Background: an optimization exercise with open tools, aiming at small area, a short achievable clock period and few clock cycles per item. Do not read the settings as production practice. Only simulation tests tie the RTL to the original design; equivalence was not proved.

==> flow/run.sh <==
#!/bin/bash
# synth_recipe.tcl (not shown) runs the flow's synth.tcl, then flattens the netlist and writes it again
# the make line also repeats each setting of config.mk as NAME=value (left out here)
make -C /OpenROAD-flow-scripts/flow DESIGN_CONFIG=/design/flow/config.mk WORK_HOME=/design/flow/orfs CLKGATE_MAP_FILE= SYNTH_SCRIPT=/design/flow/synth_recipe.tcl finish
==> flow/config.mk <==
export PLATFORM = sky130hd
export DESIGN_NAME = phong_direct_lighting
export DESIGN_NICKNAME = phong_direct_lighting
export VERILOG_FILES = /design/flow/design.v
export SDC_FILE = /design/flow/constraint.sdc
export NUM_CORES = 4
export LEC_CHECK = 0
export ABC_AREA = 1
export CAP_MARGIN = 20
export CORE_MARGIN = 2
export CORE_UTILIZATION = 40
export PLACE_DENSITY = 0.75
export SETUP_SLACK_MARGIN = 4.0
export SLEW_MARGIN = 20
==> flow/constraint.sdc <==
create_clock -name core_clock -period 12.0 [get_ports {clock}]
set_input_delay 2.4000 -clock core_clock [delete_from_list [all_inputs] [get_ports {clock}]]
set_output_delay 2.4000 -clock core_clock [all_outputs]
set_load 0.01 [all_outputs]
==> flow/design.v <==
package pdl_pkg;
   localparam logic [14:0] ONE14 = 15'd16384;
   localparam logic [15:0] SAT16 = 16'hFFFF;
   localparam logic [2:0] CSR_OBS_X   = 3'd0;
   localparam logic [2:0] CSR_OBS_Y   = 3'd1;
   localparam logic [2:0] CSR_OBS_Z   = 3'd2;
   localparam logic [2:0] CSR_KD      = 3'd3;
   localparam logic [2:0] CSR_KS      = 3'd4;
   localparam logic [2:0] CSR_SHINE   = 3'd5;
   localparam logic [2:0] CSR_SURFACE = 3'd6;
endpackage
module pdl_sqrt_steps #(parameter int K = 3)
(
   input  logic [24:0]    rem_i,
   input  logic [20:0]    root_i,
   input  logic [2*K-1:0] pairs,     
   output logic [24:0]    rem_o,
   output logic [20:0]    root_o
);
   always_comb begin
      logic [24:0] r, t;
      logic [20:0] s;
      r = rem_i;
      s = root_i;
      for (int k = 0; k < K; k++) begin
         r = {r[22:0], pairs[2*K-1-2*k -: 2]};
         t = {2'b00, s, 2'b01};
         if (r >= t) begin
            r = r - t;
            s = {s[19:0], 1'b1};
         end else begin
            s = {s[19:0], 1'b0};
         end
      end
      rem_o  = r;
      root_o = s;
   end
endmodule
module pdl_div_steps #(parameter int K = 3)
(
   input  logic [20:0] rem_i,
   input  logic        bit_i,     
   input  logic [20:0] len,
   input  logic [14:0] q_i,
   output logic [20:0] rem_o,
   output logic [14:0] q_o
);
   always_comb begin
      logic [21:0] sh;
      logic [20:0] r;
      logic [14:0] q;
      r = rem_i;
      q = q_i;
      for (int k = 0; k < K; k++) begin
         sh = {r, (k == 0) ? bit_i : 1'b0};
         if (sh >= {1'b0, len}) begin
            r = 21'(sh - {1'b0, len});
            q = {q[13:0], 1'b1};
         end else begin
            r = sh[20:0];
            q = {q[13:0], 1'b0};
         end
      end
      rem_o = r;
      q_o   = q;
   end
endmodule
module pdl_mul #(parameter int NA = 25, parameter int NB = 21)
(input logic signed [NA-1:0] a, input logic signed [NB-1:0] b, output logic signed [NA+NB-1:0] p);
   localparam int NG = (NB + 1) / 2;            
   localparam int W  = NA + NB;
   localparam int NR = NG + 2;                  
   localparam int MW = NA + 2;                  
   logic [NB+1:0] bxe;
   logic [W-1:0]  row [NR];
   logic [W-1:0]  cst;
   assign bxe = {b[NB-1], b, 1'b0};
   always_comb begin
      cst = '0;
      for (int i = 0; i < NG; i++) cst = cst - (W'(1) << (MW - 1 + 2*i));
   end
   always_comb begin
      row[NG]   = '0;
      row[NG+1] = cst;
      for (int i = 0; i < NG; i++) begin
         logic [2:0] g;
         logic [MW-1:0] m;
         logic neg;
         g = bxe[2*i +: 3];
         case (g)
            3'b001, 3'b010, 3'b101, 3'b110: m = MW'($signed(a));
            3'b011, 3'b100:                 m = MW'($signed(a)) << 1;
            default:                        m = '0;
         endcase
         neg = g[2] && (g != 3'b111);
         if (neg) m = ~m;
         m[MW-1] = ~m[MW-1];
         row[i] = W'(m) << (2*i);
         row[NG][2*i] = neg;
      end
   end
   always_comb begin
      logic [W-1:0] c1_0, c1_1, c1_2, c1_3, c2_0, c2_1, c2_2, c3_0, c3_1, c4_0, c5_0;
      logic [W-1:0] s1_0, s1_1, s1_2, s1_3, s2_0, s2_1, s2_2, s3_0, s3_1, s4_0, s5_0;
      s1_0 = row[0] ^ row[1] ^ row[2];
      c1_0 = ((row[0] & row[1]) | (row[0] & row[2]) | (row[1] & row[2])) << 1;
      s1_1 = row[3] ^ row[4] ^ row[5];
      c1_1 = ((row[3] & row[4]) | (row[3] & row[5]) | (row[4] & row[5])) << 1;
      s1_2 = row[6] ^ row[7] ^ row[8];
      c1_2 = ((row[6] & row[7]) | (row[6] & row[8]) | (row[7] & row[8])) << 1;
      s1_3 = row[9] ^ row[10] ^ row[11];
      c1_3 = ((row[9] & row[10]) | (row[9] & row[11]) | (row[10] & row[11])) << 1;
      s2_0 = s1_0 ^ c1_0 ^ s1_1;
      c2_0 = ((s1_0 & c1_0) | (s1_0 & s1_1) | (c1_0 & s1_1)) << 1;
      s2_1 = c1_1 ^ s1_2 ^ c1_2;
      c2_1 = ((c1_1 & s1_2) | (c1_1 & c1_2) | (s1_2 & c1_2)) << 1;
      s2_2 = s1_3 ^ c1_3 ^ row[12];
      c2_2 = ((s1_3 & c1_3) | (s1_3 & row[12]) | (c1_3 & row[12])) << 1;
      s3_0 = s2_0 ^ c2_0 ^ s2_1;
      c3_0 = ((s2_0 & c2_0) | (s2_0 & s2_1) | (c2_0 & s2_1)) << 1;
      s3_1 = c2_1 ^ s2_2 ^ c2_2;
      c3_1 = ((c2_1 & s2_2) | (c2_1 & c2_2) | (s2_2 & c2_2)) << 1;
      s4_0 = s3_0 ^ c3_0 ^ s3_1;
      c4_0 = ((s3_0 & c3_0) | (s3_0 & s3_1) | (c3_0 & s3_1)) << 1;
      s5_0 = s4_0 ^ c4_0 ^ c3_1;
      c5_0 = ((s4_0 & c4_0) | (s4_0 & c3_1) | (c4_0 & c3_1)) << 1;
      p = s5_0 + c5_0;
   end
endmodule
module phong_direct_lighting
(
   input  logic             clock,
   input  logic             reset,
   input  logic             req_valid,
   output logic             req_stall,
   input  logic [289:0]     req_data,
   output logic             rsp_valid,
   input  logic             rsp_stall,
   output logic [47:0]      rsp_data,
   input  logic             csr_valid,
   output logic             csr_ready,
   input  logic [2:0]       csr_index,
   input  logic [47:0]      csr_data
);
   localparam int KS     = 3;                   
   localparam int KD     = 3;                   
   localparam int RT_CYC = 21 / KS;
   localparam int DV_CYC = (15 + KD - 1) / KD;
   localparam logic [4:0] S_IDLE = 5'd0;
   localparam logic [4:0] S_LD   = 5'd1;    
   localparam logic [4:0] S_SQF  = 5'd2;    
   localparam logic [4:0] S_SH   = 5'd3;    
   localparam logic [4:0] S_SQ1  = 5'd4;
   localparam logic [4:0] S_SQ2  = 5'd5;
   localparam logic [4:0] S_RQ   = 5'd6;    
   localparam logic [4:0] S_WL   = 5'd7;    
   localparam logic [4:0] S_NL1  = 5'd8;
   localparam logic [4:0] S_NL2  = 5'd9;
   localparam logic [4:0] S_NLF  = 5'd10;
   localparam logic [4:0] S_RL   = 5'd12;   
   localparam logic [4:0] S_DF   = 5'd13;   
   localparam logic [4:0] S_WR   = 5'd14;   
   localparam logic [4:0] S_VR1  = 5'd15;
   localparam logic [4:0] S_VR2  = 5'd16;
   localparam logic [1:0] PH_L = 2'd0;
   localparam logic [1:0] PH_R = 2'd1;
   localparam logic [1:0] PH_V = 2'd2;
   localparam logic [1:0] PH_LW = 2'd3;    
   localparam logic [2:0] T_IDLE = 3'd0;
   localparam logic [2:0] T_PW   = 3'd1;    
   localparam logic [2:0] T_KS   = 3'd2;    
   localparam logic [2:0] T_SP   = 3'd3;    
   localparam logic [2:0] T_FIN  = 3'd4;    
   localparam logic [2:0] T_VR   = 3'd5;    
   localparam logic [2:0] T_DEC  = 3'd6;    
   localparam logic [1:0] RT_IDLE = 2'd0;
   localparam logic [1:0] RT_RUN  = 2'd1;
   localparam logic [1:0] RT_PEND = 2'd2;
   logic signed [31:0] pt [3];
   logic signed [31:0] lt [3];
   logic signed [15:0] nrm [3];
   logic [15:0]        rgb [3];
   logic               occluded, last_light;
   assign pt[0]      = req_data[289:258];
   assign pt[1]      = req_data[257:226];
   assign pt[2]      = req_data[225:194];
   assign nrm[0]     = req_data[193:178];
   assign nrm[1]     = req_data[177:162];
   assign nrm[2]     = req_data[161:146];
   assign lt[0]      = req_data[145:114];
   assign lt[1]      = req_data[113:82];
   assign lt[2]      = req_data[81:50];
   assign rgb[0]     = req_data[49:34];
   assign rgb[1]     = req_data[33:18];
   assign rgb[2]     = req_data[17:2];
   assign occluded   = req_data[1];
   assign last_light = req_data[0];
   logic [4:0]         state_ff;
   logic [1:0]         ph_ff;
   logic               bk_ff;          
   logic [1:0]         idx_ff;
   logic [1:0]         step_ff;
   logic [41:0]        acc_ff;         
   logic signed [17:0] ndl_ff;         
   logic [20:0]        t_ff;           
   logic signed [23:0] mul_a_ff;
   logic signed [20:0] mul_b_ff;
   logic               mul_neg_ff;
   logic [15:0]        sum_ff [3];
   logic               rsp_valid_ff;
   logic signed [31:0] obs_ff [3];
   logic [15:0]        kd_ff, ks_ff;
   logic [7:0]         shine_ff;
   logic [15:0]        surf_ff [3];
   logic               n_kill;         
   logic               taken_ff;       
   logic               lwide_ff;       
   logic signed [15:0] nrm_s_ff [3];   
   logic [15:0]        rgb_s_ff [3];
   logic               last_s_ff;
   logic [2:0]         tu_st_ff;
   logic               tu_own_ff;      
   logic [14:0]        tu_p_ff, tu_vv_ff;
   logic [7:0]         tu_cnt_ff;
   logic [15:0]        tu_s_ff;
   logic [1:0]         tu_idx_ff;
   logic [15:0]        tu_rgb_ff [3];
   logic               tu_last_ff;
   logic [32:0]        a_ff [2][3];
   logic [2:0]         neg_ff [2];
   logic [14:0]        q_ff [2][3];
   logic [1:0]         pend_ff;
   logic [1:0]         rt_st_ff;
   logic [2:0]         rt_cnt_ff;
   logic [41:0]        rad_ff;
   logic [24:0]        srem_ff;
   logic [20:0]        len_ff;
   logic               rt_bk_ff;
   logic               dv_busy_ff;
   logic [2:0]         dv_cnt_ff;
   logic [20:0]        dlen_ff;
   logic               dlen_zero_ff;   
   logic [20:0]        drem_ff [3];    
   logic [2:0]         dbit_ff;        
   logic               dv_bk_ff;
   logic signed [44:0] prod;
   logic [41:0]        acc_in, acc_add;
   logic signed [17:0] dot_q14;
   logic               acc_first;
   pdl_mul #(.NA(24), .NB(21)) u_mul (
      .a (mul_a_ff),
      .b (mul_b_ff),
      .p (prod)
   );
   assign acc_in  = acc_first ? 42'd0 : acc_ff;
   assign acc_add = acc_in + (prod[41:0] ^ {42{mul_neg_ff}}) + {41'd0, mul_neg_ff};
   assign dot_q14 = acc_add[31:14];
   logic signed [32:0] ld_x, ld_y, ld_d;
   logic [32:0]        ld_mag;
   logic [1:0]         ld_i;
   always_comb begin
      ld_i = (state_ff == S_RL) ? idx_ff - 2'd1 :
             (state_ff == S_IDLE) ? 2'd0 : idx_ff;
      case ((state_ff == S_IDLE) ? PH_L : ph_ff)
         PH_L: begin
            ld_x = 33'(lt[ld_i]);
            ld_y = 33'(pt[ld_i]);
         end
         PH_V: begin
            ld_x = 33'(obs_ff[ld_i]);
            ld_y = 33'(pt[ld_i]);
         end
         default: begin
            ld_x = 33'($signed(t_ff));
            ld_y = neg_ff[0][ld_i] ? (33'sd0 - $signed({18'd0, q_ff[0][ld_i]}))
                                   : $signed({18'd0, q_ff[0][ld_i]});
         end
      endcase
      ld_d   = ld_x - ld_y;
      ld_mag = ld_d[32] ? (33'd0 - ld_d) : ld_d;
   end
   logic [24:0] srem_nx;
   logic [20:0] len_nx;
   logic        rt_zero;    
   logic [1:0]  rt_skip;    
   logic        rt_last;
   logic [2*KS-1:0] rt_pairs;
   assign rt_zero = (len_ff == 21'd0) && (srem_ff == 25'd0);
   always_comb begin
      rt_skip = 2'd0;
      if (rt_zero && rad_ff[41 -: 4*KS] == '0 && rt_cnt_ff < 3'(RT_CYC - 2))
         rt_skip = 2'd2;
      else if (rt_zero && rad_ff[41 -: 2*KS] == '0 && rt_cnt_ff < 3'(RT_CYC - 1))
         rt_skip = 2'd1;
      case (rt_skip)
         2'd2:    rt_pairs = rad_ff[41 - 4*KS -: 2*KS];
         2'd1:    rt_pairs = rad_ff[41 - 2*KS -: 2*KS];
         default: rt_pairs = rad_ff[41 -: 2*KS];
      endcase
   end
   assign rt_last = (rt_st_ff == RT_RUN) &&
                    ((rt_cnt_ff + 3'(rt_skip)) == 3'(RT_CYC - 1));
   pdl_sqrt_steps #(.K(KS)) u_sqrt (
      .rem_i  (srem_ff),
      .root_i (len_ff),
      .pairs  (rt_pairs),
      .rem_o  (srem_nx),
      .root_o (len_nx)
   );
   logic [20:0] drem [3];
   logic [14:0] dq [3];
   logic [14:0] qc [3];
   logic        dv_last;
   assign dv_last = (dv_cnt_ff == 3'(DV_CYC - 1));
   for (genvar i = 0; i < 3; i++) begin : g_div
      pdl_div_steps #(.K(KD)) u_div (
         .rem_i (drem_ff[i]),
         .bit_i (dbit_ff[i]),
         .len   (dlen_ff),
         .q_i   (q_ff[dv_bk_ff][i]),
         .rem_o (drem[i]),
         .q_o   (dq[i])
      );
      assign qc[i] = dlen_zero_ff ? 15'd0 : dq[i];
   end
   function automatic logic [15:0] sat_add(input logic [15:0] acc,
                                           input logic [27:0] val);
      logic [28:0] t;
      t = {13'd0, acc} + {1'b0, val};
      sat_add = (t > 29'(pdl_pkg::SAT16)) ? pdl_pkg::SAT16 : t[15:0];
   endfunction
   logic [15:0] sum_add;
   assign sum_add = sat_add(sum_ff[tu_own_ff ? tu_idx_ff : idx_ff], prod[39:12]);
   logic        wide;       
   logic        start;      
   logic        fin;        
   logic        fin_ok;     
   logic        df_ok;      
   logic        tu_busy;
   logic        tu_go;      
   logic        take;       
   logic        main_ld;    
   logic        accept;
   logic [14:0] vv;
   logic [14:0] p_nx;
   logic        rt_go;      
   logic [41:0] rt_src;
   logic        dv_go;      
   logic [20:0] dv_len;
   logic [4:0]  after_sq;   
   assign wide      = (a_ff[bk_ff][0][32:20] | a_ff[bk_ff][1][32:20] |
                       a_ff[bk_ff][2][32:20]) != 13'd0;
   assign start     = (state_ff == S_IDLE) && req_valid;
   assign tu_busy   = (tu_st_ff != T_IDLE);
   assign fin_ok    = !last_light || (!tu_busy && !rsp_valid_ff);
   assign df_ok     = !(tu_busy && tu_last_ff) && !rsp_valid_ff;
   assign take      = (state_ff == S_LD) && (ph_ff == PH_V) && (idx_ff == 2'd2);
   assign fin       = (start && occluded && fin_ok) || take;
   assign tu_go     = (state_ff == S_VR2);
   assign req_stall = !fin || csr_valid;
   assign accept    = req_valid && !req_stall;
   assign csr_ready = 1'b1;
   assign rsp_valid = rsp_valid_ff;
   assign rsp_data  = {sum_ff[0], sum_ff[1], sum_ff[2]};
   assign n_kill    = csr_valid && (state_ff != S_IDLE) && !taken_ff;
   assign vv        = (ndl_ff > 18'sd16384) ? pdl_pkg::ONE14 : ndl_ff[14:0];
   assign p_nx      = prod[28:14];
   logic [2:0]  nt_st;
   logic [14:0] nt_p;
   logic [7:0]  nt_cnt;
   logic [15:0] nt_s;
   logic [1:0]  nt_idx;
   logic        tu_sum_we;
   logic        tu_want, tu_issue;
   always_comb begin
      nt_st     = tu_st_ff;
      nt_p      = tu_p_ff;
      nt_cnt    = tu_cnt_ff;
      nt_s      = tu_s_ff;
      nt_idx    = tu_idx_ff;
      tu_sum_we = 1'b0;
      if (tu_st_ff == T_VR) begin
         nt_st = T_DEC;
      end else if (tu_st_ff == T_DEC) begin
         nt_p   = (shine_ff == 8'd0) ? pdl_pkg::ONE14 : vv;
         nt_cnt = shine_ff - 8'd1;
         nt_st  = (ndl_ff <= 18'sd0) ? T_FIN : (shine_ff <= 8'd1) ? T_KS : T_PW;
      end else if (tu_own_ff) begin
         case (tu_st_ff)
            T_PW: begin
               nt_p   = p_nx;
               nt_cnt = tu_cnt_ff - 8'd1;
               if (p_nx == 15'd0)          nt_st = T_FIN;
               else if (tu_cnt_ff == 8'd1) nt_st = T_KS;
            end
            T_KS: begin
               nt_s   = prod[29:14];
               nt_idx = 2'd0;
               nt_st  = T_SP;
            end
            T_SP: begin
               tu_sum_we = 1'b1;
               nt_idx    = tu_idx_ff + 2'd1;
               if (tu_idx_ff == 2'd2) nt_st = T_FIN;
            end
            default: ;
         endcase
      end
      tu_want  = (nt_st == T_PW) || (nt_st == T_KS) || (nt_st == T_SP && !rsp_valid_ff);
      tu_issue = tu_want && !main_ld;
   end
   always_comb begin
      main_ld = 1'b0;
      case (state_ff)
         S_IDLE:  main_ld = start && !occluded;
         S_LD:    main_ld = 1'b1;
         S_SH:    main_ld = !wide;
         S_SQ1:   main_ld = 1'b1;
         S_SQ2:   main_ld = 1'b1;
         S_WL:    main_ld = !pend_ff[0];
         S_NL1:   main_ld = 1'b1;
         S_NL2:   main_ld = 1'b1;
         S_NLF:   main_ld = 1'b1;
         S_RL:    main_ld = 1'b1;
         S_DF:    main_ld = (step_ff == 2'd0) ? df_ok :
                            (step_ff == 2'd3) ? (idx_ff != 2'd2) : 1'b1;
         S_WR:    main_ld = (pend_ff == 2'b00) && !tu_busy;
         S_VR1:   main_ld = 1'b1;
         S_VR2:   main_ld = 1'b1;
         default: main_ld = 1'b0;
      endcase
   end
   assign rt_go  = (rt_st_ff == RT_IDLE) &&
                   (((state_ff == S_SQF) && !wide) || (state_ff == S_RQ));
   assign rt_src = (state_ff == S_SQF) ? acc_add : acc_ff;
   always_comb begin
      dv_go  = 1'b0;
      dv_len = len_ff;
      if (!dv_busy_ff) begin
         if (rt_last) begin
            dv_go  = 1'b1;
            dv_len = len_nx;
         end else if (rt_st_ff == RT_PEND) begin
            dv_go  = 1'b1;
         end
      end
   end
   always_comb begin
      case (ph_ff)
         PH_L:    after_sq = S_LD;
         PH_V:    after_sq = lwide_ff ? S_SH : S_WL;
         PH_LW:   after_sq = S_WL;
         default: after_sq = (ndl_ff > 18'sd0) ? S_DF : S_WR;
      endcase
   end
   always_comb begin
      acc_first = 1'b0;
      case (state_ff)
         S_LD:   acc_first = (idx_ff == 2'd1);
         S_SQ1:  acc_first = 1'b1;
         S_NL1:  acc_first = 1'b1;
         S_VR1:  acc_first = 1'b1;
         S_RL:   acc_first = (idx_ff == 2'd3);
         default: ;
      endcase
   end
   always_ff @(posedge clock) begin
      if (reset) begin
         state_ff     <= S_IDLE;
         rsp_valid_ff <= 1'b0;
         rt_st_ff     <= RT_IDLE;
         dv_busy_ff   <= 1'b0;
         pend_ff      <= 2'b00;
         tu_st_ff     <= T_IDLE;
         tu_own_ff    <= 1'b0;
         taken_ff     <= 1'b0;
         for (int i = 0; i < 3; i++) begin
            sum_ff[i]  <= 16'd0;
            obs_ff[i]  <= 32'sd0;
            surf_ff[i] <= 16'd0;
         end
         kd_ff    <= 16'd0;
         ks_ff    <= 16'd0;
         shine_ff <= 8'd1;
      end else begin
         if (csr_valid) begin
            case (csr_index)
               pdl_pkg::CSR_OBS_X:   obs_ff[0] <= csr_data[31:0];
               pdl_pkg::CSR_OBS_Y:   obs_ff[1] <= csr_data[31:0];
               pdl_pkg::CSR_OBS_Z:   obs_ff[2] <= csr_data[31:0];
               pdl_pkg::CSR_KD:      kd_ff     <= csr_data[15:0];
               pdl_pkg::CSR_KS:      ks_ff     <= csr_data[15:0];
               pdl_pkg::CSR_SHINE:   shine_ff  <= csr_data[7:0];
               pdl_pkg::CSR_SURFACE: begin
                  surf_ff[0] <= csr_data[47:32];
                  surf_ff[1] <= csr_data[31:16];
                  surf_ff[2] <= csr_data[15:0];
               end
               default: ;
            endcase
         end
         if (rsp_valid_ff && !rsp_stall) begin
            rsp_valid_ff <= 1'b0;
            for (int i = 0; i < 3; i++) sum_ff[i] <= 16'd0;
         end
         case (rt_st_ff)
            RT_IDLE: if (rt_go) rt_st_ff <= RT_RUN;
            RT_RUN:  if (rt_last) rt_st_ff <= dv_go ? RT_IDLE : RT_PEND;
            default: if (dv_go) rt_st_ff <= RT_IDLE;
         endcase
         if (rt_go) pend_ff[bk_ff] <= 1'b1;
         if (dv_go) begin
            dv_busy_ff <= 1'b1;
         end else if (dv_busy_ff && dv_last) begin
            dv_busy_ff        <= 1'b0;
            pend_ff[dv_bk_ff] <= 1'b0;
         end
         case (state_ff)
            S_IDLE: begin
               ph_ff    <= PH_L;
               bk_ff    <= 1'b0;
               idx_ff   <= 2'd1;
               lwide_ff <= 1'b0;
               if (start) begin
                  if (occluded) begin
                     if (accept && last_light) rsp_valid_ff <= 1'b1;
                  end else begin
                     state_ff <= S_LD;
                  end
               end
            end
            S_LD: begin
               idx_ff <= idx_ff + 2'd1;
               if (idx_ff == 2'd2) state_ff <= S_SQF;
            end
            S_SQF: begin
               idx_ff  <= 2'd0;
               step_ff <= 2'd0;
               if (wide && ph_ff == PH_L) begin
                  lwide_ff <= 1'b1;
                  ph_ff    <= PH_V;
                  bk_ff    <= 1'b1;
                  state_ff <= S_LD;
               end else if (wide) state_ff <= S_SH;
               else if (rt_go) begin
                  state_ff <= after_sq;
                  if (ph_ff == PH_L) begin
                     ph_ff <= PH_V;
                     bk_ff <= 1'b1;
                  end
                  if (ph_ff == PH_V && lwide_ff) begin
                     ph_ff <= PH_LW;
                     bk_ff <= 1'b0;
                  end
               end else state_ff <= S_RQ;
            end
            S_RQ: begin
               if (rt_go) begin
                  state_ff <= after_sq;
                  if (ph_ff == PH_L) begin
                     ph_ff <= PH_V;
                     bk_ff <= 1'b1;
                  end
                  if (ph_ff == PH_V && lwide_ff) begin
                     ph_ff <= PH_LW;
                     bk_ff <= 1'b0;
                  end
               end
            end
            S_SH:  if (!wide) state_ff <= S_SQ1;
            S_SQ1: state_ff <= S_SQ2;
            S_SQ2: state_ff <= S_SQF;
            S_WL:  if (!pend_ff[0]) state_ff <= S_NL1;
            S_NL1: state_ff <= S_NL2;
            S_NL2: state_ff <= S_NLF;
            S_NLF: begin
               ndl_ff   <= dot_q14;
               ph_ff    <= PH_R;
               bk_ff    <= 1'b0;
               idx_ff   <= 2'd0;
               state_ff <= S_RL;
            end
            S_RL: begin
               idx_ff <= idx_ff + 2'd1;
               if (idx_ff == 2'd3) state_ff <= S_SQ2;
            end
            S_DF: begin
               if (step_ff != 2'd0 || df_ok) step_ff <= step_ff + 2'd1;
               if (step_ff == 2'd3) begin
                  sum_ff[idx_ff] <= sum_add;
                  step_ff <= 2'd1;
                  idx_ff  <= idx_ff + 2'd1;
                  if (idx_ff == 2'd2) state_ff <= S_WR;
               end
            end
            S_WR:  if (pend_ff == 2'b00 && !tu_busy) state_ff <= S_VR1;
            S_VR1: state_ff <= S_VR2;
            S_VR2: state_ff <= S_IDLE;
            default: state_ff <= S_IDLE;
         endcase
         tu_own_ff <= tu_issue;
         if (tu_sum_we) sum_ff[tu_idx_ff] <= sum_add;
         if (nt_st == T_FIN) begin
            if (!tu_last_ff) begin
               tu_st_ff <= T_IDLE;
            end else if (!rsp_valid_ff) begin
               rsp_valid_ff <= 1'b1;
               tu_st_ff     <= T_IDLE;
            end else begin
               tu_st_ff <= T_FIN;
            end
         end else begin
            tu_st_ff <= nt_st;
         end
         if (tu_st_ff == T_VR) ndl_ff <= dot_q14;
         if (tu_go) tu_st_ff <= T_VR;
         if (take && accept) taken_ff <= 1'b1;
         if (state_ff == S_VR2) taken_ff <= 1'b0;
         if (n_kill) begin
            state_ff   <= S_IDLE;
            rt_st_ff   <= RT_IDLE;
            dv_busy_ff <= 1'b0;
            pend_ff    <= 2'b00;
         end
      end
   end
   always_ff @(posedge clock) begin
      if (rt_go) begin
         rad_ff    <= rt_src;
         rt_bk_ff  <= bk_ff;
         srem_ff   <= 25'd0;
         len_ff    <= 21'd0;
         rt_cnt_ff <= 3'd0;
      end else if (rt_st_ff == RT_RUN) begin
         rad_ff    <= (rt_skip == 2'd2) ? (rad_ff << (6 * KS)) :
                      (rt_skip == 2'd1) ? (rad_ff << (4 * KS)) : (rad_ff << (2 * KS));
         srem_ff   <= srem_nx;
         len_ff    <= len_nx;
         rt_cnt_ff <= rt_cnt_ff + 3'(rt_skip) + 3'd1;
      end
      if (dv_go) begin
         dlen_ff      <= dv_len;
         dlen_zero_ff <= (dv_len == 21'd0);
         dv_bk_ff  <= rt_bk_ff;
         dv_cnt_ff <= 3'd0;
         for (int i = 0; i < 3; i++) begin
            drem_ff[i] <= {1'b0, a_ff[rt_bk_ff][i][20:1]};
            dbit_ff[i] <= a_ff[rt_bk_ff][i][0];
         end
      end else if (dv_busy_ff) begin
         dv_cnt_ff <= dv_cnt_ff + 3'd1;
         for (int i = 0; i < 3; i++) begin
            drem_ff[i]              <= drem[i];
            dbit_ff[i]              <= 1'b0;
            q_ff[dv_bk_ff][i]       <= dv_last ? qc[i] : dq[i];
         end
      end
      case (state_ff)
         S_IDLE: begin
            a_ff[0][0]   <= ld_mag;
            neg_ff[0][0] <= ld_d[32];
         end
         S_LD: begin
            a_ff[bk_ff][idx_ff]   <= ld_mag;
            neg_ff[bk_ff][idx_ff] <= ld_d[32];
            if (idx_ff != 2'd0) acc_ff <= acc_add;
         end
         S_SH: begin
            if (wide) begin
               for (int i = 0; i < 3; i++) a_ff[bk_ff][i] <= a_ff[bk_ff][i] >> 1;
            end
         end
         S_SQF, S_SQ1, S_SQ2, S_NL1, S_NL2, S_NLF, S_VR1, S_VR2: begin
            acc_ff <= acc_add;
         end
         S_RL: begin
            t_ff <= prod[33:13];
            if (idx_ff != 2'd0) begin
               a_ff[0][ld_i]   <= ld_mag;
               neg_ff[0][ld_i] <= ld_d[32];
            end
            if (idx_ff == 2'd3) acc_ff <= acc_add;
         end
         default: ;
      endcase
      if (main_ld) begin
         mul_neg_ff <= 1'b0;
         case (state_ff)
            S_IDLE, S_LD: begin
               mul_a_ff <= $signed({4'd0, ld_mag[19:0]});
               mul_b_ff <= $signed({1'b0, ld_mag[19:0]});
            end
            S_SH: begin
               mul_a_ff <= $signed({4'd0, a_ff[bk_ff][0][19:0]});
               mul_b_ff <= $signed({1'b0, a_ff[bk_ff][0][19:0]});
            end
            S_SQ1: begin
               mul_a_ff <= $signed({4'd0, a_ff[bk_ff][1][19:0]});
               mul_b_ff <= $signed({1'b0, a_ff[bk_ff][1][19:0]});
            end
            S_SQ2: begin
               mul_a_ff <= $signed({4'd0, a_ff[bk_ff][2][19:0]});
               mul_b_ff <= $signed({1'b0, a_ff[bk_ff][2][19:0]});
            end
            S_WL: begin
               mul_a_ff   <= 24'(nrm_s_ff[0]);
               mul_b_ff   <= $signed({6'd0, q_ff[0][0]});
               mul_neg_ff <= neg_ff[0][0];
            end
            S_NL1: begin
               mul_a_ff   <= 24'(nrm_s_ff[1]);
               mul_b_ff   <= $signed({6'd0, q_ff[0][1]});
               mul_neg_ff <= neg_ff[0][1];
            end
            S_NL2: begin
               mul_a_ff   <= 24'(nrm_s_ff[2]);
               mul_b_ff   <= $signed({6'd0, q_ff[0][2]});
               mul_neg_ff <= neg_ff[0][2];
            end
            S_NLF: begin
               mul_a_ff <= 24'(nrm_s_ff[0]);
               mul_b_ff <= 21'($signed(dot_q14));
            end
            S_RL: begin
               case (idx_ff)
                  2'd0: begin
                     mul_a_ff <= 24'(nrm_s_ff[1]);
                     mul_b_ff <= 21'(ndl_ff);
                  end
                  2'd1: begin
                     mul_a_ff <= 24'(nrm_s_ff[2]);
                     mul_b_ff <= 21'(ndl_ff);
                  end
                  2'd2: begin
                     mul_a_ff <= $signed({4'd0, a_ff[0][0][19:0]});
                     mul_b_ff <= $signed({1'b0, a_ff[0][0][19:0]});
                  end
                  default: begin
                     mul_a_ff <= $signed({4'd0, a_ff[0][1][19:0]});
                     mul_b_ff <= $signed({1'b0, a_ff[0][1][19:0]});
                  end
               endcase
            end
            S_DF: begin
               case (step_ff)
                  2'd1: begin
                     mul_a_ff <= $signed({4'd0, prod[31:12]});
                     mul_b_ff <= 21'(ndl_ff);
                  end
                  2'd2: begin
                     mul_a_ff <= $signed({1'd0, prod[36:14]});
                     mul_b_ff <= $signed({5'd0, rgb_s_ff[idx_ff]});
                  end
                  default: begin
                     mul_a_ff <= $signed({8'd0, kd_ff});
                     mul_b_ff <= $signed({5'd0, surf_ff[(step_ff == 2'd0) ? idx_ff :
                                                      ((idx_ff == 2'd0) ? 2'd1 : 2'd2)]});
                  end
               endcase
            end
            S_WR: begin
               mul_a_ff   <= $signed({9'd0, q_ff[1][0]});
               mul_b_ff   <= $signed({6'd0, q_ff[0][0]});
               mul_neg_ff <= neg_ff[1][0] ^ neg_ff[0][0];
            end
            S_VR1: begin
               mul_a_ff   <= $signed({9'd0, q_ff[1][1]});
               mul_b_ff   <= $signed({6'd0, q_ff[0][1]});
               mul_neg_ff <= neg_ff[1][1] ^ neg_ff[0][1];
            end
            S_VR2: begin
               mul_a_ff   <= $signed({9'd0, q_ff[1][2]});
               mul_b_ff   <= $signed({6'd0, q_ff[0][2]});
               mul_neg_ff <= neg_ff[1][2] ^ neg_ff[0][2];
            end
            default: ;
         endcase
      end else if (tu_issue) begin
         mul_neg_ff <= 1'b0;
         case (nt_st)
            T_PW: begin
               mul_a_ff <= $signed({9'd0, nt_p});
               mul_b_ff <= $signed({6'd0, (tu_st_ff == T_DEC) ? vv : tu_vv_ff});
            end
            T_KS: begin
               mul_a_ff <= $signed({8'd0, ks_ff});
               mul_b_ff <= $signed({6'd0, nt_p});
            end
            default: begin
               mul_a_ff <= $signed({8'd0, nt_s});
               mul_b_ff <= $signed({5'd0, tu_rgb_ff[nt_idx]});
            end
         endcase
      end
      tu_p_ff   <= nt_p;
      tu_cnt_ff <= nt_cnt;
      tu_s_ff   <= nt_s;
      tu_idx_ff <= nt_idx;
      if (tu_st_ff == T_DEC) tu_vv_ff <= vv;
      if (take && accept) begin
         for (int i = 0; i < 3; i++) begin
            nrm_s_ff[i] <= nrm[i];
            rgb_s_ff[i] <= rgb[i];
         end
         last_s_ff <= last_light;
      end
      if (tu_go) begin
         tu_last_ff <= last_s_ff;
         for (int i = 0; i < 3; i++) tu_rgb_ff[i] <= rgb_s_ff[i];
      end
   end
endmodule
==> results of run 1 <==
-- through the flow --
| stage | hold WS [ns] | instances | worst slack [ns] |
|---|---|---|---|
| after floorplan | 0.4003 | 11031 | 4.002 |
| after global placement | 0.4133 | 13916 | 1.722 |
| after detailed placement | 0.4095 | 13916 | 1.499 |
| after CTS | 0.4393 | 14411 | 3.705 |
| after global routing | 0.4427 | 14664 | 2.871 |
| final | 0.4417 | 14682 | 3.048 |
-- synth_stat cells (all sizes together) (88+ instances only) --
master / number / area [um2]
xor2: 510 / 4504
nand3: 407 / 2205
o21ai: 1165 / 5879
nand4: 107 / 675.7
inv: 1310 / 4917
fa: 214 / 4284
buf: 88 / 426.7
a22o: 116 / 1016
ha: 536 / 6706
edfxtp: 772 / 23180
a21oi: 663 / 3352
xnor2: 174 / 1524
nand2: 2087 / 7894
nor2: 1045 / 3958
o22ai: 401 / 2509
clkbuf: 455 / 1708
dfxtp: 307 / 6146
-- logic make-up after synthesis --
family	Yosys count	share of synthesized area (%)
AND/OR/NAND/NOR	3843	18.50
AO/OA/AOI/OAI	2739	18.56
buffers and inverters	1872	8.286
flip-flops	1079	34.12
adder cells (fa/ha/maj)	750	12.79
XOR/XNOR	684	7.013
multiplexers	63	0.7380
other	1	0.004362
-- state kept, by name, summed over array words and instances, names as in the netlist, 24 cells and up --
register,count
q_ff,90
rad_ff,42
surf_ff,48
mul_a_ff,24
nrm_s_ff,48
drem_ff,63
acc_ff,42
rgb_s_ff,48
a_ff,198
srem_ff,25
obs_ff,96
sum_ff,64
tu_rgb_ff,48
-- repair_timing --
item / in CTS / in global routing
setup buffers: 237 / 214
gates resized for setup: 592 / 736
cloned: 36 / 27
endpoints found under the setup margin: 520 / 490
pin swaps: 182 / 224
-- area by class of cell --
class / count / area share (%)
Clock buffer: 149 / 3.030
Timing Repair Buffer: 1062 / 9.582
Clock inverter: 73 / 0.8454
Sequential cell: 1079 / 27.22
Timing Repair inverter: 27 / 0.2102
Antenna cell: 28 / 0.06503
Multi-Input combinational cell: 8097 / 50.83
Inverter: 1329 / 4.914
Tap cell: 2838 / 3.296
-- layer usage --
layer	GRT usage, %	wire length (um)
met1	39.70	133500
met4	23.28	36080
met3	10.39	55870
met5	0.4392	333
met2	48.42	161900
-- worst max-delay path: cells and delay by family, from the launching register on --
family | cells | cell delay (ns)
compound gates | 9 | 1.81
simple gates | 10 | 1.14
buf+inv | 9 | 1.07
flops | 1 | 0.48
fa+ha+maj | 8 | 3.41
xor+xnor | 4 | 0.74
-- final timing paths --
path                                    from          to  cells after the start
worst min-delay path               last_s_ff  tu_last_ff                      0
worst min register to register     last_s_ff  tu_last_ff                      0
worst max register to register  mul_b_ff[10]  rad_ff[40]                     40
worst max-delay path            mul_b_ff[10]  rad_ff[40]                     40
==> key figures, run 1 <==
Run status
  • Outcome: finished clean

Logic synthesis
  • Yosys cell types: 86
  • Gate Count Post-Synth: 11,031
  • Post-synth top flop: edfxtp_1
  • Syn_area_per_cell: 7.793 um2
  • Syn Nets: between 10,000 and 15,000
  • Area of the mapped netlist: approximately 0.086 mm2
  • Synthesized flop and latch total: between 1,000 and 1,500
  • Async S/R FF share, synth: 0%
  • YS warnings: 29
  • EDFF count, synth: 772
  • Sequential area share after synthesis: 34.12%

STA
  • Slew margin rel.: 15.22%
  • Period utilization: 74.60%
  • Worst-margin pin slew: 1.258 ns
  • Final hold vios: 0
  • Count of final setup violators: 0
  • Final TNS setup: 0 ns
  • Max Freq: 111.7 MHz
  • Final Max Slew Viols: 0
  • Min cycle time layout: just under 9 ns
  • Setup Skew: 0.07638 ns
  • RSZ-0062 raised after global routing: yes

Worst setup path
  • R2R Setup Slk: 3.05 ns
  • Critical path required time: 12.53 ns
  • Crit path DAT: 9.48 ns
  • Crit. End Element: flip-flop
  • WS Path Type: reg2reg
  • CP max FO: 12
  • Crit-path most repeated cell: nand2_2
  • CP max stage delay: approximately 0.60 ns
  • CP max-delay cell: fa_1
  • Crit path launch type: flip-flop

CTS
  • Clock latency (worst-skew pair): 0.83 ns
  • CTS tree: done
  • Hold_buf cts: 0
  • Clk sinks: 1,079
  • Clock root buffer: clkbuf_16
  • CTS Buf Count: 116
  • Clock transition at path regs: 0.07 ns
  • H-tree Lvls: 3
  • CTS max path bufs: 3

Final layout
  • Sequential Area: 0.02933 mm2
  • Most frequent cells in the layout: nand2_1, inv_1, nor2_1
  • Synth-to-Final Area Change: 25.34%
  • Design area: 0.1077 mm2
  • Nets: 12,808
  • Commonest non-fill, non-tap cell in the layout: nand2_1
  • Fraction of layout instances using a drive strength above 1: 15.88%
  • Fillers: 19,157
  • Core Util, Final: 50.30%
  • Area occupied by multi-input gates: 0.05477 mm2

Route
  • WL per Instance: 26.41 um
  • Vias per cell: slightly above 6
  • DRC viols: 0
  • DRT antenna net count: 0
  • Initial DRC count: about 15,000
  • DR pass1 iterations: 17
  • Detailed-route via count: 89,726
  • Routed WL: 387,700 um

GRT
  • Largest net degree at the start of global routing: 100
  • Tot GR Track Use: 32.58%
  • Vias in the first global route: 81,229
  • First-pass GRT wire length: 531,300 um
  • Global route overflow: 0
  • Initial antenna violation count: 44

Placed design
  • Cell Area, Placed: 0.09304 mm2
  • Post-DP HPWL: about 270,000 um
  • Gp weighted congestion: 1.161
  • Port bufs: 395

Floorplan
  • Num ports: 397
  • Die area: approximately 0.22 mm2
  • Initial core utilization: 40.13%
  • Die Ht: 467.6 um
  • Core ar.: ~0.21 mm2
  • Die width: between 400 and 500 um
  • Std-Cell Rows: 170

Run
  • Number of max-cap violations: 0

Worst hold path
  • Path type of the worst min-delay path: reg2reg
Testbench counts, summed over its fixed seeds: cycles 80,759, lights 2,304.
==> run 2: changes to the inputs <==
--- a/flow/config.mk
+++ b/flow/config.mk
@@ -6,9 +6,8 @@
 export NUM_CORES = 4
 export LEC_CHECK = 0
 export ABC_AREA = 1
-export CAP_MARGIN = 20
+export CAP_MARGIN = 10
 export CORE_MARGIN = 2
 export CORE_UTILIZATION = 40
-export PLACE_DENSITY = 0.75
 export SETUP_SLACK_MARGIN = 4.0
-export SLEW_MARGIN = 20
+export SLEW_MARGIN = 10
==> key figures, run 2 <==
Route
  • Initial DRC count: 11,251
  • WL per Instance: between 20 and 30 um
  • Routed WL: 387,400 um
  • DRT antenna net count: 0
  • DR pass1 iterations: 8
  • Detailed-route via count: 86,841
  • Vias per cell: 5.916
  • DRC viols: 0

CTS
  • Clock transition at path regs: 0.06 ns
  • Hold_buf cts: 0
  • CTS Buf Count: 131
  • CTS tree: done
  • Clock root buffer: clkbuf_16
  • H-tree Lvls: 4
  • Clk sinks: 1,079
  • Clock latency (worst-skew pair): 0.84 ns
  • CTS max path bufs: 3

Final layout
  • Area occupied by multi-input gates: 0.05520 mm2
  • Fillers: 20,222
  • Nets: 12,824
  • Synth-to-Final Area Change: 26.03%
  • Sequential Area: 0.02933 mm2
  • Fraction of layout instances using a drive strength above 1: 16.85%
  • Largest register FFs: 198
  • Most flops, register: a_ff
  • Most frequent cells in the layout: nand2_1, inv_1, nor2_1
  • Commonest non-fill, non-tap cell in the layout: nand2_1
  • Top Registers: a_ff: 198 flops, obs_ff: 96 flops, q_ff: 90 flops

Worst setup path
  • Reg2Reg Depth: 45
  • Crit-path most repeated cell: buf_6
  • Crit. End Element: flip-flop
  • WS Path Type: reg2reg
  • CP max FO: 5
  • CP max stage delay: 0.56 ns
  • Crit path DAT: 9.23 ns
  • Crit path launch type: flip-flop
  • Critical path required time: 12.65 ns
  • CP max-delay cell: fa_1

Logic synthesis
  • Synthesized flop and latch total: 1,079
  • Post-synth top flop: edfxtp_1
  • Yosys cell types: 86
  • Sequential area share after synthesis: 34.12%
  • Syn Nets: about 12,000
  • Most common cell in the synthesized netlist: nand2_1
  • YS warnings: 29
  • Syn_area_per_cell: a little under 8 um2
  • Async S/R FF share, synth: 0%
  • Post-synth top cells: nand2_1, inv_1, o21ai_0
  • Synth area leader: edfxtp_1
  • Area contributors post-synth: edfxtp_1, nand2_1, ha_1
  • EDFF count, synth: 772
  • Area of the mapped netlist: 0.08596 mm2
  • Top cell type's share of synthesized area: 26.97%
  • Gate Count Post-Synth: 11,031

Worst hold path
  • Path type of the worst min-delay path: reg2reg
  • Hold path depth: 0

GRT
  • Vias in the first global route: slightly above 80,000
  • Tot GR Track Use: 33.54%
  • Initial antenna violation count: 21
  • Largest net degree at the start of global routing: ~140
  • First-pass GRT wire length: between 500,000 and 600,000 um
  • Global route overflow: 0

Floorplan
  • Die area: 0.2186 mm2
  • Core ar.: 0.2142 mm2
  • Std-Cell Rows: 170
  • Num ports: 397
  • Initial core utilization: 40.13%
  • Die Ht: 467.6 um
  • Die width: between 400 and 500 um

STA
  • Final TNS setup: 0 ns
  • Hold WS: 0.4253 ns
  • RSZ-0062 raised after global routing: yes
  • Slew margin rel.: between 10% and 20%
  • Setup Skew: 0.06398 ns
  • Worst-margin pin slew: about 1.3 ns
  • Min cycle time layout: 8.575 ns
  • Final hold vios: 0
  • Final Max Slew Viols: 0
  • Max Freq: roughly 120 MHz
  • Count of final setup violators: 0
  • Period utilization: 71.46%

Run
  • Number of max-cap violations: 0

Placed design
  • Gp weighted congestion: 1.022
  • Port bufs: 395
  • Post-DP HPWL: 281,300 um

Run status
  • Outcome: finished clean
## run 2: changes by cell type in the layout (fill, tap and decap cells not counted), sizes merged, moves of 4 or more
cell | previous run | this run
diode | 28 | 7
buf | 653 | 662
nand3 | 415 | 410
clkinv | 64 | 59
bufinv | 14 | 10
clkbuf | 161 | 184
## run 2: per-layer routing
metal | wire, um | global-route usage, %
met5 | 81 | 0
met2 | 168200 | 51.04
met1 | 154900 | 45.45
met3 | 41900 | 6.871
met4 | 22270 | 15.86
## run 2: critical path: cells and delay by family (launching register included)
| kind | cells | cell delay [ns] |
|---|---|---|
| fa+ha+maj | 8 | 3.21 |
| compound gates | 3 | 0.71 |
| buf+inv | 16 | 1.79 |
| xor+xnor | 4 | 0.62 |
| flops | 1 | 0.50 |
| simple gates | 14 | 1.58 |
## run 2: final cells by class
class	instances	share of cell area (%)
multi-input cells	8092	50.96
diodes	7	0.01617
clock inverters	66	0.6918
repair inverters	23	0.1779
clock buffers	173	3.307
inverters	1329	4.875
well taps	2838	3.278
repair buffers	1072	9.620
flip-flops and latches	1079	27.08
## run 2: repair_timing
item                                    CTS  global route
resized for setup                       680           847
setup buffers                           225           225
endpoints found under the setup margin  521           482
gates cloned                             25            30
pin swaps                               158           275
## run 2: kinds of logic after synthesis
family	share of synthesized area [%]
compound gates	18.56
fa+ha+maj	12.79
mux	0.7380
xor+xnor	7.013
buf+inv	8.286
simple gates	18.50
other cells	0.004362
flops	34.12
## run 2: worst paths after layout
| path | startpoint | end | slack (ns) |
|---|---|---|---|
| max | mul_b_ff[2] | mul_b_ff[9] | 3.42 |
| min | last_s_ff | tu_last_ff | 0.43 |
| max reg2reg | mul_b_ff[2] | mul_b_ff[9] | 3.42 |
| min reg2reg | last_s_ff | tu_last_ff | 0.43 |
## run 2: per-stage QoR
step                      worst slack (ns)  instances  utilization [%]  area, um2
after global routing                 3.073      14675            50.57     108300
final                                3.425      14679            50.58     108300
after global placement               1.860      13927            43.50      93160
after detailed placement             1.810      13927            43.50      93160
after CTS                            3.562      14416            47.99     102800
after floorplan                      4.002      11031                -      86060

[re-timing with driven ports]
In the flow no input, the clock included, has a driving cell. The finished layouts below were timed again as built, in two steps. Step 1 (the two cells are an assumption about what drives the block):
set clk [get_ports {clock}]
set_driving_cell -lib_cell sky130_fd_sc_hd__clkbuf_16 $clk
set_driving_cell -lib_cell sky130_fd_sc_hd__buf_2 [delete_from_list [all_inputs] $clk]
Step 2 moves the port delays by t, midway between the first and last clock arrival at a register: inputs arrive t later, outputs are due t later. That takes back most of the time a late clock gives input paths. a / b / c = ideal / step 1 / step 2; a / b = the first two.
run | shift t [ns] | setup WS [ns] | hold slack, ns | pins driven straight from the clock port
run 1 | 0.893 | 3.048 / 3.048 / 3.048 | 0.442 / 0.442 / 0.442 | 1
run 2 | 0.911 | 3.425 / 3.425 / 3.425 | 0.425 / 0.425 / 0.425 | 1
After both steps every run listed still meets setup and hold.
